Context: an optimization exercise on an open-source flow, tuned for small area. The choices shown serve that exercise and are no tape-out recipe. The RTL was checked by simulation tests, not by an equivalence proof against the original design. Power figures rest on the tool's default switching activity, not on a simulated workload. No driver is modelled on the clock port, so clocking that relies on it looks cheaper here than on a real chip.

== before ==
// conv_window_buffer
module conv_window_buffer #(
    parameter int BITWIDTH     = 8,
    parameter int DATACHANNEL  = 3,
    parameter int FILTERHEIGHT = 5,
    parameter int FILTERWIDTH  = 5,
    parameter int DATAWIDTH    = 28,
    parameter int DATAHEIGHT   = 28
) (
    input  logic clk,
    input  logic rst,
    input  logic in_valid,
    output logic in_ready,
    input  logic [BITWIDTH*DATACHANNEL-1:0] pixel,
    output logic out_valid,
    input  logic out_ready,
    output logic [BITWIDTH*DATACHANNEL*FILTERHEIGHT*FILTERWIDTH-1:0] window,
    output logic out_last
);
For scale: about 6600 cells after synthesis, roughly 2800 flip-flops, about 0.081 sq mm of cells after synthesis.
export LEC_CHECK = 0
export CAP_MARGIN = 20
export CORE_MARGIN = 2
export CORE_UTILIZATION = 60
export PLACE_DENSITY = 0.8
export SLEW_MARGIN = 20
create_clock -name core_clock -period 6.0 [get_ports {clk}]
standard.sh (not shown) runs the stock make flow with config.mk's settings and CLKGATE_MAP_FILE= SYNTH_SCRIPT=/design/flow/synth_recipe.tcl, a recipe that flattens the netlist after the stock synthesis.
==> flow/flow/run.sh <==
#!/bin/bash
set -euo pipefail
export BUFFER_PORTS_ARGS="-buffer_cell sky130_fd_sc_hd__buf_1"
export CTS_ARGS="-sink_clustering_enable -repair_clock_nets -buf_list {sky130_fd_sc_hd__clkbuf_4 sky130_fd_sc_hd__clkbuf_8} -sink_clustering_size 20 -sink_clustering_max_diameter 75 -dont_use_dummy_load"
bash standard.sh finish > standard_flow.log 2>&1
Modified inputs, after compared to before
==> flow/flow/run.sh <==
#!/bin/bash
set -euo pipefail
export BUFFER_PORTS_ARGS="-buffer_cell sky130_fd_sc_hd__buf_1"
export CTS_ARGS="-sink_clustering_enable -repair_clock_nets -buf_list {sky130_fd_sc_hd__clkbuf_4 sky130_fd_sc_hd__clkbuf_8} -sink_clustering_size 20 -sink_clustering_max_diameter 55 -dont_use_dummy_load"
bash standard.sh finish > standard_flow.log 2>&1
Findings:
- On sequential cell count, before and after are neck and neck.
- after consumes more power than before does.
- Sort before and after by relative slew slack, ascending, and before comes first.
- Diff before..after | core utilization | negligible
- Sort before and after by clock network fraction of design power, ascending, and before comes first.
- Minimum setup slack in the final design (after over before): decrease, 0.0038 ns
- before -> after: final estimated routing congestion in global placement delta 0, exact match

========
conv_window_buffer, a different RTL version from the one above (not shown whole).
Size: about 2900 cells after synthesis, roughly 2800 flip-flops, roughly 630 I/O pins, roughly 0.085 sq mm of cells after synthesis.
// conv_window_buffer
module conv_window_buffer #(
    parameter int BITWIDTH     = 8,
    parameter int DATACHANNEL  = 3,
    parameter int FILTERHEIGHT = 5,
    parameter int FILTERWIDTH  = 5,
    parameter int DATAWIDTH    = 28,
    parameter int DATAHEIGHT   = 28
) (
    input  logic clk,
    input  logic rst,
    input  logic in_valid,
    output logic in_ready,
    input  logic [BITWIDTH*DATACHANNEL-1:0] pixel,
    output logic out_valid,
    input  logic out_ready,
    output logic [BITWIDTH*DATACHANNEL*FILTERHEIGHT*FILTERWIDTH-1:0] window,
    output logic out_last
);
Settings: LEC_CHECK=0, CAP_MARGIN=20, CORE_MARGIN=2, CORE_UTILIZATION=40, SLEW_MARGIN=20; clock period 6.0 ns.
run.sh (not shown) runs the stock make flow with config.mk's settings and CLKGATE_MAP_FILE= SYNTH_SCRIPT=/design/flow/synth_recipe.tcl, a recipe that flattens the netlist after the stock synthesis.
Stock flow here: none of the scripts above is used.
Then changed:
==> flow/flow/run.sh (new file) <==
#!/bin/bash
set -euo pipefail
export BUFFER_PORTS_ARGS="-buffer_cell sky130_fd_sc_hd__buf_1"
export CTS_ARGS="-sink_clustering_enable -repair_clock_nets -buf_list {sky130_fd_sc_hd__clkbuf_4 sky130_fd_sc_hd__clkbuf_8} -sink_clustering_size 18 -sink_clustering_max_diameter 50 -dont_use_dummy_load"
bash standard.sh finish > standard_flow.log 2>&1
==> flow/standard.sh (new file) <==
#!/bin/bash
# synth_recipe.tcl (not shown) runs the flow's synth.tcl, then flattens the netlist and writes it again
# the make line also repeats each setting of config.mk as NAME=value (left out here)
make -C /OpenROAD-flow-scripts/flow DESIGN_CONFIG=/design/flow/config.mk WORK_HOME=/design/flow/orfs CLKGATE_MAP_FILE= SYNTH_SCRIPT=/design/flow/synth_recipe.tcl "${@:-finish}"
removed: flow/run.sh
Clock-buffer cell count goes down by 128.
Worst setup slack improves by 0.59 ns.
Routed wire length fell by 6.5%.
Area after synthesis does not change.
Die area is unchanged.
Sequential power stays flat.
Total power shrinks by about 20%.

========
conv_window_buffer, a different RTL version from the one above (not shown whole).
For scale: ~2800 flip-flops, ~630 I/O pins.
==> flow/config.mk <==
export PLATFORM = sky130hd
export DESIGN_NAME = conv_window_buffer
export DESIGN_NICKNAME = conv_window_buffer
export VERILOG_FILES = /design/flow/design.v
export SDC_FILE = /design/flow/constraint.sdc
export NUM_CORES = 4
export LEC_CHECK = 0
export CAP_MARGIN = 5
export CORE_MARGIN = 2
export CORE_UTILIZATION = 60
export PLACE_DENSITY = 0.8
export SLEW_MARGIN = 5
==> flow/constraint.sdc <==
create_clock -name core_clock -period 6.0 [get_ports {clk}]
set_input_delay 1.2000 -clock core_clock [delete_from_list [all_inputs] [get_ports {clk}]]
set_output_delay 1.2000 -clock core_clock [all_outputs]
set_load 0.01 [all_outputs]
standard.sh (not shown) runs the stock make flow with config.mk's settings and CLKGATE_MAP_FILE= SYNTH_SCRIPT=/design/flow/synth_recipe.tcl, a recipe that flattens the netlist after the stock synthesis.
==> flow/flow/run.sh <==
#!/bin/bash
set -euo pipefail
export BUFFER_PORTS_ARGS="-buffer_cell sky130_fd_sc_hd__buf_1"
export CTS_ARGS="-sink_clustering_enable -repair_clock_nets -buf_list {sky130_fd_sc_hd__clkbuf_4 sky130_fd_sc_hd__clkbuf_8} -sink_clustering_size 20 -sink_clustering_max_diameter 55 -dont_use_dummy_load"
bash standard.sh finish > standard_flow.log 2>&1
The baseline completed without violations.
Edit:
--- a/flow/config.mk
+++ b/flow/config.mk
@@ -6,7 +6,6 @@
 export NUM_CORES = 4
 export LEC_CHECK = 0
-export CAP_MARGIN = 5
+export CAP_MARGIN = 20
 export CORE_MARGIN = 2
-export CORE_UTILIZATION = 60
-export PLACE_DENSITY = 0.8
-export SLEW_MARGIN = 5
+export CORE_UTILIZATION = 40
+export SLEW_MARGIN = 20
After rerunning: Maximum frequency increases by 2.3%; cell count grows by 12%; worst hold slack gets better by 0.0050 ns.
Edit:
--- a/flow/config.mk
+++ b/flow/config.mk
@@ -8,4 +8,5 @@
 export CAP_MARGIN = 20
 export CORE_MARGIN = 2
-export CORE_UTILIZATION = 40
+export CORE_UTILIZATION = 60
+export PLACE_DENSITY = 0.8
 export SLEW_MARGIN = 20
After rerunning: The changed run passed the timing, design-rule and antenna checks. Final area shrinks by about 2%. Die area shrinks by about 33%. Total power shrinks by about 2.5%. Combinational power shrinks by about 3%. Routed wire length shrinks by 8.5%. Core utilization grows by 20 points. Hold slack loses 0.0050 ns. Via count is about the same.

========
conv_window_buffer with an RTL version that a note above also has.
Size in the first run: roughly 2,900 cells after synthesis, roughly 2,800 flip-flops, roughly 630 I/O pins.
clock: 6.0 ns
lec_check: 0
cap_margin: 20
core_margin: 2
core_utilization: 40
slew_margin: 20
==> flow/flow/run.sh <==
#!/bin/bash
set -euo pipefail
export BUFFER_PORTS_ARGS="-buffer_cell sky130_fd_sc_hd__buf_1"
export CTS_ARGS="-sink_clustering_enable -repair_clock_nets -buf_list {sky130_fd_sc_hd__clkbuf_8 sky130_fd_sc_hd__clkbuf_16} -sink_clustering_size 32 -sink_clustering_max_diameter 80 -dont_use_dummy_load"
bash standard.sh finish > standard_flow.log 2>&1
Edit:
==> flow/flow/run.sh (replaced) <==
#!/bin/bash
set -euo pipefail
export BUFFER_PORTS_ARGS="-buffer_cell sky130_fd_sc_hd__buf_1"
export CTS_ARGS="-sink_clustering_enable -repair_clock_nets -buf_list {sky130_fd_sc_hd__clkbuf_4 sky130_fd_sc_hd__clkbuf_8} -sink_clustering_size 20 -sink_clustering_max_diameter 55 -dont_use_dummy_load"
bash standard.sh finish > standard_flow.log 2>&1
--- a/flow/config.mk
+++ b/flow/config.mk
@@ -9,3 +9,4 @@
 export CORE_MARGIN = 2
-export CORE_UTILIZATION = 40
+export CORE_UTILIZATION = 60
+export PLACE_DENSITY = 0.8
 export SLEW_MARGIN = 20
After rerunning: The changed run completed without violations; routed wire length came out lower by 1.1%; area after synthesis is unchanged; utilization is higher by 21 points; worst hold slack got worse by 0.047 ns; design area is lower by 1.8%; sequential share of layout area rises by 1.7 points; total power drops by 2.3%; via count goes up by 0.53%; die area fell by 33%; flip-flop and latch count is unchanged; global-route usage grows by 4.6 points.
Edit:
--- a/flow/config.mk
+++ b/flow/config.mk
@@ -9,4 +9,3 @@
 export CORE_MARGIN = 2
-export CORE_UTILIZATION = 60
-export PLACE_DENSITY = 0.8
+export CORE_UTILIZATION = 40
 export SLEW_MARGIN = 20
After rerunning: The new run completed with no timing, DRC or antenna violations; setup slack improved by 0.24 ns; utilization came out lower by 21 points; global-route usage went down by 4.4 points; wire length rose by about 2.7%; design area rose by 1.7%; fmax came out higher by 7.5%; clock skew is lower by 0.026 ns; register-to-register slack improves by 0.26 ns; count of clock-buffer cells in the layout increases by 10; sequential power barely changes.

========
old:
conv_window_buffer, a different RTL version from the one above (not shown whole).
For scale: about 6,600 cells after synthesis, ~630 I/O pins, roughly 84,000 µm² of cells after synthesis.
Settings: LEC_CHECK=0, CAP_MARGIN=20, CORE_MARGIN=2, CORE_UTILIZATION=70, PLACE_DENSITY=0.85, SLEW_MARGIN=20; clock period 6.0 ns.
==> flow/flow/run.sh <==
#!/bin/bash
set -euo pipefail
export BUFFER_PORTS_ARGS="-buffer_cell sky130_fd_sc_hd__buf_1"
export CTS_ARGS="-sink_clustering_enable -repair_clock_nets -buf_list {sky130_fd_sc_hd__clkbuf_4 sky130_fd_sc_hd__clkbuf_8} -sink_clustering_size 20 -sink_clustering_max_diameter 55 -dont_use_dummy_load"
bash standard.sh finish > standard_flow.log 2>&1
--- input diff old..new ---
# old
export LEC_CHECK = 0
export CAP_MARGIN = 20
export CORE_MARGIN = 2
export CORE_UTILIZATION = 70
export PLACE_DENSITY = 0.85
export SLEW_MARGIN = 20
create_clock -name core_clock -period 6.0 [get_ports {clk}]
# new
export LEC_CHECK = 0
export CAP_MARGIN = 20
export CORE_MARGIN = 2
export CORE_UTILIZATION = 60
export PLACE_DENSITY = 0.8
export SLEW_MARGIN = 20
create_clock -name core_clock -period 6.0 [get_ports {clk}]
### Flow results
- Pin count of the biggest net entering global routing was higher in new than in old.
- Taking old as the reference, in new power share of the combinational group now sits at about the same level, count of plain and timing-repair buffers now sits lower, worst stage delay on the critical path now sits higher.
- Clock period minus final worst setup slack, old and new: smaller value in new

## afterwards: timing with drivers on the ports
The results above use ideal ports. As a check the final layouts listed here were re-extracted and re-timed, cells and wires unchanged. Step 1, drivers: a clkbuf_16 drives clk and a buf_2 each remaining input, both assumed. Step 2 also shifts input and output timing later by t, the mid clock arrival at the registers, as if the neighbouring blocks saw the same clock. Slacks: ideal / step 1 / step 2; pairs: ideal / step 1.
run	shift t [ns]	setup slack, ns	worst setup path at the end	latest minus earliest clock arrival (ns)
before	0.954	2.475 / 2.445 / 2.154	input to register	0.157 / 0.157
after	0.953	2.472 / 2.441 / 2.158	input to register	0.124 / 0.124
the first run of note 2	0.968	2.202 / 2.177 / 1.783	input to register	0.078 / 0.078
the second run of note 2	0.968	2.793 / 2.711 / 2.347	input to register	0.131 / 0.130
the first run of note 3	0.934	2.671 / 2.647 / 2.235	input to register	0.168 / 0.168
the second run of note 3	0.978	2.747 / 2.722 / 2.270	input to register	0.149 / 0.148
the third run of note 3	0.934	2.671 / 2.647 / 2.235	input to register	0.168 / 0.168
the first run of note 4	0.830	2.983 / 2.899 / 2.348	input to register	0.071 / 0.071
the second run of note 4	0.910	2.566 / 2.485 / 2.158	input to register	0.152 / 0.153
the third run of note 4	0.954	2.806 / 2.729 / 2.324	input to register	0.121 / 0.120
old	0.917	2.357 / 2.305 / 2.158	input to register	0.115 / 0.116
new	0.948	2.462 / 2.399 / 2.049	input to register	0.111 / 0.111
After both steps every run listed still meets setup and hold. The setup slack of the first run of note 4, which loses most, moves by -0.084 ns with the drivers and by -0.635 ns with both steps.
